This design comes from an exercise in tuning for small area on the open sky130 flow, not from production work. The RTL was checked by simulation tests, not by an equivalence proof against the original design. No activity file was given, so power comes from the tool's default toggle rates.

==> inputs of 11-15 <==
==> flow/design.v <==
module mrf_nw_ckpt #(
  parameter int              DW         = 32,
  parameter int              AW         = 5,
  parameter logic [DW-1:0]   RST_VECTOR = '0,
  parameter int              NUM_WRITE  = 2,
  parameter int              NUM_READ   = 2,
  parameter int              CW         = 2
) (
  input  logic                    CLK,
  input  logic                    RST,
  input  logic [NUM_WRITE-1:0]    WE,
  input  logic [AW*NUM_WRITE-1:0] WADDR,
  input  logic [DW*NUM_WRITE-1:0] WDATA,
  input  logic [AW*NUM_READ-1:0]  RADDR,
  output logic [DW*NUM_READ-1:0]  RDATA,
  input  logic                    CKPT_TAKE,
  output logic                    CKPT_RDY,
  output logic [CW-1:0]           CKPT_ID,
  input  logic                    CKPT_RESTORE,
  input  logic [CW-1:0]           CKPT_RID,
  input  logic                    CKPT_RELEASE,
  output logic [CW:0]             CKPT_CNT
);
  localparam int NENT = 32;
  localparam int NCK  = 4;
  logic [NENT*DW-1:0] mem;
  logic [NENT*DW-1:0] slots [NCK];
  logic [1:0] head, tail;
  logic [2:0] cnt;
  logic       pend;        
  logic [1:0] pid;         
  logic [1:0] rdist;
  logic       rst_valid, rel_ok, take_ok, rst_pend;
  assign rdist     = CKPT_RID - head;
  assign rst_valid = CKPT_RESTORE && ({1'b0, rdist} < cnt);
  assign rel_ok    = CKPT_RELEASE && (cnt != 3'd0) && !rst_valid;
  assign take_ok   = CKPT_TAKE && !rst_valid && (!cnt[2] || rel_ok);
  assign rst_pend  = pend && (pid == CKPT_RID);
  assign CKPT_RDY  = !cnt[2];
  assign CKPT_ID   = tail;
  assign CKPT_CNT  = cnt;
  logic [NENT-1:0] h0, h1, keep;
  logic [NCK-1:0]  rsel, csel;
  logic            hold_all;
  assign hold_all = !rst_valid || rst_pend;
  for (genvar e = 0; e < NENT; e++) begin : g_dec
    assign h1[e]   = !rst_valid && WE[1] && (WADDR[9:5] == 5'(e));
    assign h0[e]   = !rst_valid && WE[0] && (WADDR[4:0] == 5'(e)) &&
                     !(WE[1] && (WADDR[9:5] == 5'(e)));
    assign keep[e] = hold_all && !h0[e] && !h1[e];
  end
  for (genvar k = 0; k < NCK; k++) begin : g_ck
    assign rsel[k] = rst_valid && !rst_pend && (CKPT_RID == 2'(k));
    assign csel[k] = pend && (pid == 2'(k));
  end
  for (genvar e = 0; e < NENT; e++) begin : g_ent
    logic [DW-1:0] cur, d;
    assign cur = mem[e*DW +: DW];
    assign d = ({DW{rsel[0]}} & slots[0][e*DW +: DW]) |
               ({DW{rsel[1]}} & slots[1][e*DW +: DW]) |
               ({DW{rsel[2]}} & slots[2][e*DW +: DW]) |
               ({DW{rsel[3]}} & slots[3][e*DW +: DW]) |
               ({DW{h1[e]}}   & WDATA[63:32]) |
               ({DW{h0[e]}}   & WDATA[31:0]) |
               ({DW{keep[e]}} & cur);
    always_ff @(posedge CLK or negedge RST) begin
      if (!RST) mem[e*DW +: DW] <= RST_VECTOR;
      else      mem[e*DW +: DW] <= d;
    end
  end
  for (genvar p = 0; p < NUM_READ; p++) begin : g_rd
    logic [NENT-1:0] ra;
    logic [DW-1:0]   acc [NENT+1];
    assign acc[0] = '0;
    for (genvar e = 0; e < NENT; e++) begin : g_e
      assign ra[e] = (RADDR[p*AW +: AW] == 5'(e));
      assign acc[e+1] = acc[e] | ({DW{ra[e]}} & mem[e*DW +: DW]);
    end
    assign RDATA[p*DW +: DW] = acc[NENT];
  end
  always_ff @(posedge CLK or negedge RST) begin
    if (!RST) begin
      head <= '0;
      tail <= '0;
      cnt  <= '0;
      pend <= 1'b0;
      pid  <= '0;
    end else begin
      pend <= take_ok;
      pid  <= tail;
      if (rst_valid) begin
        tail <= CKPT_RID;
        cnt  <= {1'b0, rdist};
      end else begin
        if (take_ok) tail <= tail + 1'b1;
        if (rel_ok)  head <= head + 1'b1;
        case ({take_ok, rel_ok})
          2'b10:   cnt <= cnt + 1'b1;
          2'b01:   cnt <= cnt - 1'b1;
          default: cnt <= cnt;
        endcase
      end
    end
  end
  for (genvar k = 0; k < NCK; k++) begin : g_slot
    always_ff @(posedge CLK) begin
      if (csel[k]) slots[k] <= mem;
    end
  end
endmodule
==> flow/flow/run.sh <==
#!/bin/bash
# Own flow: the standard layout, with an area-oriented ABC mapping script in synthesis.
set -euo pipefail
W=$(pwd)
export FLOW_WORK=$W
export AREA_ABC_SCRIPT=$W/flow/area.abc
# standard.sh with the synthesis script swapped for flow/synth.tcl (which sources synth_recipe.tcl)
sed "s#SYNTH_SCRIPT=[^ ]*synth_recipe.tcl#SYNTH_SCRIPT=$W/flow/synth.tcl#" standard.sh > own_standard.sh
grep -q "SYNTH_SCRIPT=$W/flow/synth.tcl" own_standard.sh
bash own_standard.sh synth > synth.log 2>&1
bash own_standard.sh finish > layout.log 2>&1
==> flow/flow/area.abc <==
&get -n
&st
&dch
&nf -a
&put
==> flow/flow/synth.tcl <==
# The standard synthesis (synth_recipe.tcl), with Yosys's final cell mapping by ABC
# done by an area-oriented script (flow/area.abc) instead of ORFS's speed script.
# Everything before and after the mapping, and so every register, is unchanged.
proc abc {args} {
  set i [lsearch -exact $args -script]
  if {$i >= 0} {
    set args [lreplace $args [expr {$i + 1}] [expr {$i + 1}] $::env(AREA_ABC_SCRIPT)]
  }
  yosys abc {*}$args
}
source $::env(FLOW_WORK)/synth_recipe.tcl
==> flow/standard.sh <==
#!/bin/bash
# synth_recipe.tcl (not shown) runs the flow's synth.tcl, then flattens the netlist and writes it again
# the make line also repeats each setting of config.mk as NAME=value (left out here)
make -C /OpenROAD-flow-scripts/flow DESIGN_CONFIG=/design/flow/config.mk WORK_HOME=/design/flow/orfs CLKGATE_MAP_FILE= SYNTH_SCRIPT=/design/flow/synth_recipe.tcl "${@:-finish}"
==> flow/config.mk <==
export PLATFORM = sky130hd
export DESIGN_NAME = mrf_nw_ckpt
export DESIGN_NICKNAME = mrf_nw_ckpt
export VERILOG_FILES = /design/flow/design.v
export SDC_FILE = /design/flow/constraint.sdc
export NUM_CORES = 4
export LEC_CHECK = 0
export CAP_MARGIN = 20
export CELL_PAD_IN_SITES_DETAIL_PLACEMENT = 1
export CELL_PAD_IN_SITES_GLOBAL_PLACEMENT = 1
export CORE_MARGIN = 2
export CORE_UTILIZATION = 50
export SLEW_MARGIN = 20
==> flow/constraint.sdc <==
create_clock -name core_clock -period 7.0 [get_ports {CLK}]
set_input_delay 1.4000 -clock core_clock [delete_from_list [all_inputs] [get_ports {CLK}]]
set_output_delay 1.4000 -clock core_clock [all_outputs]
set_load 0.01 [all_outputs]
==> 08-24 (differences from 11-15) <==
==> flow/design.v, changed modules only <==
module mrf_nw_ckpt #(
  parameter int              DW         = 32,
  parameter int              AW         = 5,
  parameter logic [DW-1:0]   RST_VECTOR = '0,
  parameter int              NUM_WRITE  = 2,
  parameter int              NUM_READ   = 2,
  parameter int              CW         = 2
) (
  input  logic                    CLK,
  input  logic                    RST,
  input  logic [NUM_WRITE-1:0]    WE,
  input  logic [AW*NUM_WRITE-1:0] WADDR,
  input  logic [DW*NUM_WRITE-1:0] WDATA,
  input  logic [AW*NUM_READ-1:0]  RADDR,
  output logic [DW*NUM_READ-1:0]  RDATA,
  input  logic                    CKPT_TAKE,
  output logic                    CKPT_RDY,
  output logic [CW-1:0]           CKPT_ID,
  input  logic                    CKPT_RESTORE,
  input  logic [CW-1:0]           CKPT_RID,
  input  logic                    CKPT_RELEASE,
  output logic [CW:0]             CKPT_CNT
);
  localparam int NENT = 32;
  localparam int NCK  = 4;
  logic [NENT*DW-1:0] mem;
  logic [NENT*DW-1:0] slots [NCK];
  logic [1:0] head, tail;
  logic [2:0] cnt;
  logic       zf;          
  logic       pend;        
  logic [1:0] pid;         
  logic [1:0] rdist;
  logic       rst_valid, rel_ok, take_ok, rst_pend;
  assign rdist     = CKPT_RID - head;
  assign rst_valid = CKPT_RESTORE && ({1'b0, rdist} < cnt);
  assign rel_ok    = CKPT_RELEASE && (cnt != 3'd0) && !rst_valid;
  assign take_ok   = CKPT_TAKE && !rst_valid && (!cnt[2] || rel_ok);
  assign rst_pend  = pend && (pid == CKPT_RID);
  assign CKPT_RDY  = !cnt[2];
  assign CKPT_ID   = tail;
  assign CKPT_CNT  = cnt;
  logic [NENT-1:0] h0, h1, keep, zld;
  logic [NCK-1:0]  rsel, csel;
  logic            hold_all;
  assign hold_all = !rst_valid || rst_pend;
  for (genvar e = 0; e < NENT; e++) begin : g_dec
    assign h1[e]   = !rst_valid && WE[1] && (WADDR[9:5] == 5'(e));
    assign h0[e]   = !rst_valid && WE[0] && (WADDR[4:0] == 5'(e)) &&
                     !(WE[1] && (WADDR[9:5] == 5'(e)));
    assign keep[e] = hold_all && !zf && !h0[e] && !h1[e];
    assign zld[e]  = hold_all && zf && !h0[e] && !h1[e];
  end
  for (genvar k = 0; k < NCK; k++) begin : g_ck
    assign rsel[k] = rst_valid && !rst_pend && (CKPT_RID == 2'(k));
    assign csel[k] = pend && (pid == 2'(k));
  end
  for (genvar e = 0; e < NENT; e++) begin : g_ent
    logic [DW-1:0] cur, d;
    assign cur = mem[e*DW +: DW];
    assign d = ({DW{rsel[0]}} & slots[0][e*DW +: DW]) |
               ({DW{rsel[1]}} & slots[1][e*DW +: DW]) |
               ({DW{rsel[2]}} & slots[2][e*DW +: DW]) |
               ({DW{rsel[3]}} & slots[3][e*DW +: DW]) |
               ({DW{h1[e]}}   & WDATA[63:32]) |
               ({DW{h0[e]}}   & WDATA[31:0]) |
               ({DW{keep[e]}} & cur) |
               ({DW{zld[e]}}  & RST_VECTOR);
    always_ff @(posedge CLK) begin
      mem[e*DW +: DW] <= d;
    end
  end
  for (genvar p = 0; p < NUM_READ; p++) begin : g_rd
    logic [NENT-1:0] ra;
    logic [DW-1:0]   acc [NENT+1];
    assign acc[0] = '0;
    for (genvar e = 0; e < NENT; e++) begin : g_e
      assign ra[e] = !zf && (RADDR[p*AW +: AW] == 5'(e));
      assign acc[e+1] = acc[e] | ({DW{ra[e]}} & mem[e*DW +: DW]);
    end
    assign RDATA[p*DW +: DW] = acc[NENT] | ({DW{zf}} & RST_VECTOR);
  end
  always_ff @(posedge CLK or negedge RST) begin
    if (!RST) begin
      head <= '0;
      tail <= '0;
      cnt  <= '0;
      pend <= 1'b0;
      pid  <= '0;
      zf   <= 1'b1;
    end else begin
      zf   <= 1'b0;
      pend <= take_ok;
      pid  <= tail;
      if (rst_valid) begin
        tail <= CKPT_RID;
        cnt  <= {1'b0, rdist};
      end else begin
        if (take_ok) tail <= tail + 1'b1;
        if (rel_ok)  head <= head + 1'b1;
        case ({take_ok, rel_ok})
          2'b10:   cnt <= cnt + 1'b1;
          2'b01:   cnt <= cnt - 1'b1;
          default: cnt <= cnt;
        endcase
      end
    end
  end
  for (genvar k = 0; k < NCK; k++) begin : g_slot
    always_ff @(posedge CLK) begin
      if (csel[k]) slots[k] <= mem;
    end
  end
endmodule
==> flow/run.sh (new file) <==
#!/bin/bash
# synth_recipe.tcl (not shown) runs the flow's synth.tcl, then flattens the netlist and writes it again
# the make line also repeats each setting of config.mk as NAME=value (left out here)
make -C /OpenROAD-flow-scripts/flow DESIGN_CONFIG=/design/flow/config.mk WORK_HOME=/design/flow/orfs CLKGATE_MAP_FILE= SYNTH_SCRIPT=/design/flow/synth_recipe.tcl finish
--- a/flow/config.mk
+++ b/flow/config.mk
@@ -10,4 +10,4 @@
 export CELL_PAD_IN_SITES_GLOBAL_PLACEMENT = 1
 export CORE_MARGIN = 2
-export CORE_UTILIZATION = 50
+export CORE_UTILIZATION = 25
 export SLEW_MARGIN = 20
removed: flow/flow/run.sh
removed: flow/flow/area.abc
removed: flow/flow/synth.tcl
removed: flow/standard.sh
==> 08-27 (differences from 11-15) <==
==> flow/design.v, changed modules only <==
module mrf_nw_ckpt #(
  parameter int              DW         = 32,
  parameter int              AW         = 5,
  parameter logic [DW-1:0]   RST_VECTOR = '0,
  parameter int              NUM_WRITE  = 2,
  parameter int              NUM_READ   = 2,
  parameter int              CW         = 2
) (
  input  logic                    CLK,
  input  logic                    RST,
  input  logic [NUM_WRITE-1:0]    WE,
  input  logic [AW*NUM_WRITE-1:0] WADDR,
  input  logic [DW*NUM_WRITE-1:0] WDATA,
  input  logic [AW*NUM_READ-1:0]  RADDR,
  output logic [DW*NUM_READ-1:0]  RDATA,
  input  logic                    CKPT_TAKE,
  output logic                    CKPT_RDY,
  output logic [CW-1:0]           CKPT_ID,
  input  logic                    CKPT_RESTORE,
  input  logic [CW-1:0]           CKPT_RID,
  input  logic                    CKPT_RELEASE,
  output logic [CW:0]             CKPT_CNT
);
  localparam int NENT = 1 << AW;
  localparam int NCK  = 1 << CW;
  localparam logic [CW:0] full_cnt = NCK[CW:0];
  logic [NENT*DW-1:0] mem;
  logic [NENT*DW-1:0] wr_next;
  logic [NENT*DW-1:0] slots [NCK];
  logic [NENT*DW-1:0] rsel;
  logic [CW-1:0] head;
  logic [CW-1:0] tail;
  logic [CW:0]   cnt;
  logic [CW-1:0] rdist;
  logic          rst_valid;
  logic          rel_ok;
  logic          take_ok;
  assign rdist     = CKPT_RID - head;
  assign rst_valid = CKPT_RESTORE && ({1'b0, rdist} < cnt);
  assign rel_ok    = CKPT_RELEASE && (cnt != '0) && !rst_valid;
  assign take_ok   = CKPT_TAKE && !rst_valid && ((cnt != full_cnt) || rel_ok);
  assign CKPT_RDY  = (cnt != full_cnt);
  assign CKPT_ID   = tail;
  assign CKPT_CNT  = cnt;
  assign rsel = slots[CKPT_RID];
  genvar gi, gj, gk;
  for (gi = 0; gi < NENT; gi++) begin : g_ent
    logic [DW-1:0] wv [NUM_WRITE+1];
    assign wv[0] = mem[gi*DW +: DW];
    for (gj = 0; gj < NUM_WRITE; gj++) begin : g_wp
      assign wv[gj+1] = (WE[gj] && (WADDR[gj*AW +: AW] == AW'(gi))) ?
                        WDATA[gj*DW +: DW] : wv[gj];
    end
    assign wr_next[gi*DW +: DW] = wv[NUM_WRITE];
    always_ff @(posedge CLK or negedge RST) begin
      if (!RST) begin
        mem[gi*DW +: DW] <= RST_VECTOR;
      end else if (rst_valid) begin
        mem[gi*DW +: DW] <= rsel[gi*DW +: DW];
      end else begin
        mem[gi*DW +: DW] <= wr_next[gi*DW +: DW];
      end
    end
  end
  for (gk = 0; gk < NUM_READ; gk++) begin : g_rd
    assign RDATA[gk*DW +: DW] = mem[RADDR[gk*AW +: AW]*DW +: DW];
  end
  always_ff @(posedge CLK or negedge RST) begin
    if (!RST) begin
      head <= '0;
      tail <= '0;
      cnt  <= '0;
    end else if (rst_valid) begin
      tail <= CKPT_RID;
      cnt  <= {1'b0, rdist};
    end else begin
      if (take_ok) begin
        tail <= tail + 1'b1;
      end
      if (rel_ok) begin
        head <= head + 1'b1;
      end
      case ({take_ok, rel_ok})
        2'b10:   cnt <= cnt + 1'b1;
        2'b01:   cnt <= cnt - 1'b1;
        default: cnt <= cnt;
      endcase
    end
  end
  for (gk = 0; gk < NCK; gk++) begin : g_slot
    always_ff @(posedge CLK) begin
      if (take_ok && (tail == CW'(gk))) begin
        slots[gk] <= wr_next;
      end
    end
  end
endmodule
==> flow/run.sh (new file) <==
#!/bin/bash
# synth_recipe.tcl (not shown) runs the flow's synth.tcl, then flattens the netlist and writes it again
# the make line also repeats each setting of config.mk as NAME=value (left out here)
make -C /OpenROAD-flow-scripts/flow DESIGN_CONFIG=/design/flow/config.mk WORK_HOME=/design/flow/orfs CLKGATE_MAP_FILE= SYNTH_SCRIPT=/design/flow/synth_recipe.tcl finish
--- a/flow/config.mk
+++ b/flow/config.mk
@@ -10,4 +10,4 @@
 export CELL_PAD_IN_SITES_GLOBAL_PLACEMENT = 1
 export CORE_MARGIN = 2
-export CORE_UTILIZATION = 50
+export CORE_UTILIZATION = 25
 export SLEW_MARGIN = 20
removed: flow/flow/run.sh
removed: flow/flow/area.abc
removed: flow/flow/synth.tcl
removed: flow/standard.sh
==> summary of the runs <==
08-27 passed the timing, design-rule and antenna checks. 08-24 completed and failed the layout checks on antenna violations, max-capacitance violations, max-slew violations, negative setup slack. 11-15 finished with negative setup slack left.
Register-to-register slack: 11-15 < 08-24 < 08-27.
Non-clock buffer count: 08-24 > 11-15 > 08-27.
The lowest fmax belongs to 08-24, the highest to 08-27.
In 11-15 the clock power is lower than in 08-24, by about 4%.
Between 08-24 and 08-27, the lower wire length is in 08-27 (gap about 40%, measured against 08-27).
The highest sequential power belongs to 11-15, the lowest to 08-27.

static timing again, ports no longer ideal:
The results above use ideal ports. As a check the final layouts listed here were re-extracted and re-timed, cells and wires unchanged. Step 1: set_driving_cell puts a clkbuf_16 on CLK and a buf_2 on each other input, an assumption about the parent block. Step 2 adds t to the input delays and takes it off the output delays; t is the mean of the earliest and latest rising clock arrival at the registers after step 1. Input paths then give back, and output paths get back, about the clock's delay inside the block. Slacks: ideal / step 1 / step 2; pairs: ideal / step 1.
| run | t (ns) | setup WS [ns] | worst hold slack (ns) | worst setup path after step 2 |
|---|---|---|---|---|
| 11-15 | 1.181 | -0.131 / -0.251 / -0.251 | 0.396 / 0.345 / 0.429 | input to output |
| 08-24 | 1.321 | -0.365 / -0.523 / -0.523 | 0.406 / 0.406 / 0.406 | input to output |
| 08-27 | 1.204 | 0.043 / -0.155 / -0.155 | 0.148 / 0.208 / 0.493 | input to output |
With both steps, setup timing fails in 08-27, where it was met with ideal ports. For 08-27, which loses most, drivers alone change the setup slack by -0.198 ns; drivers and shift together by -0.198 ns.
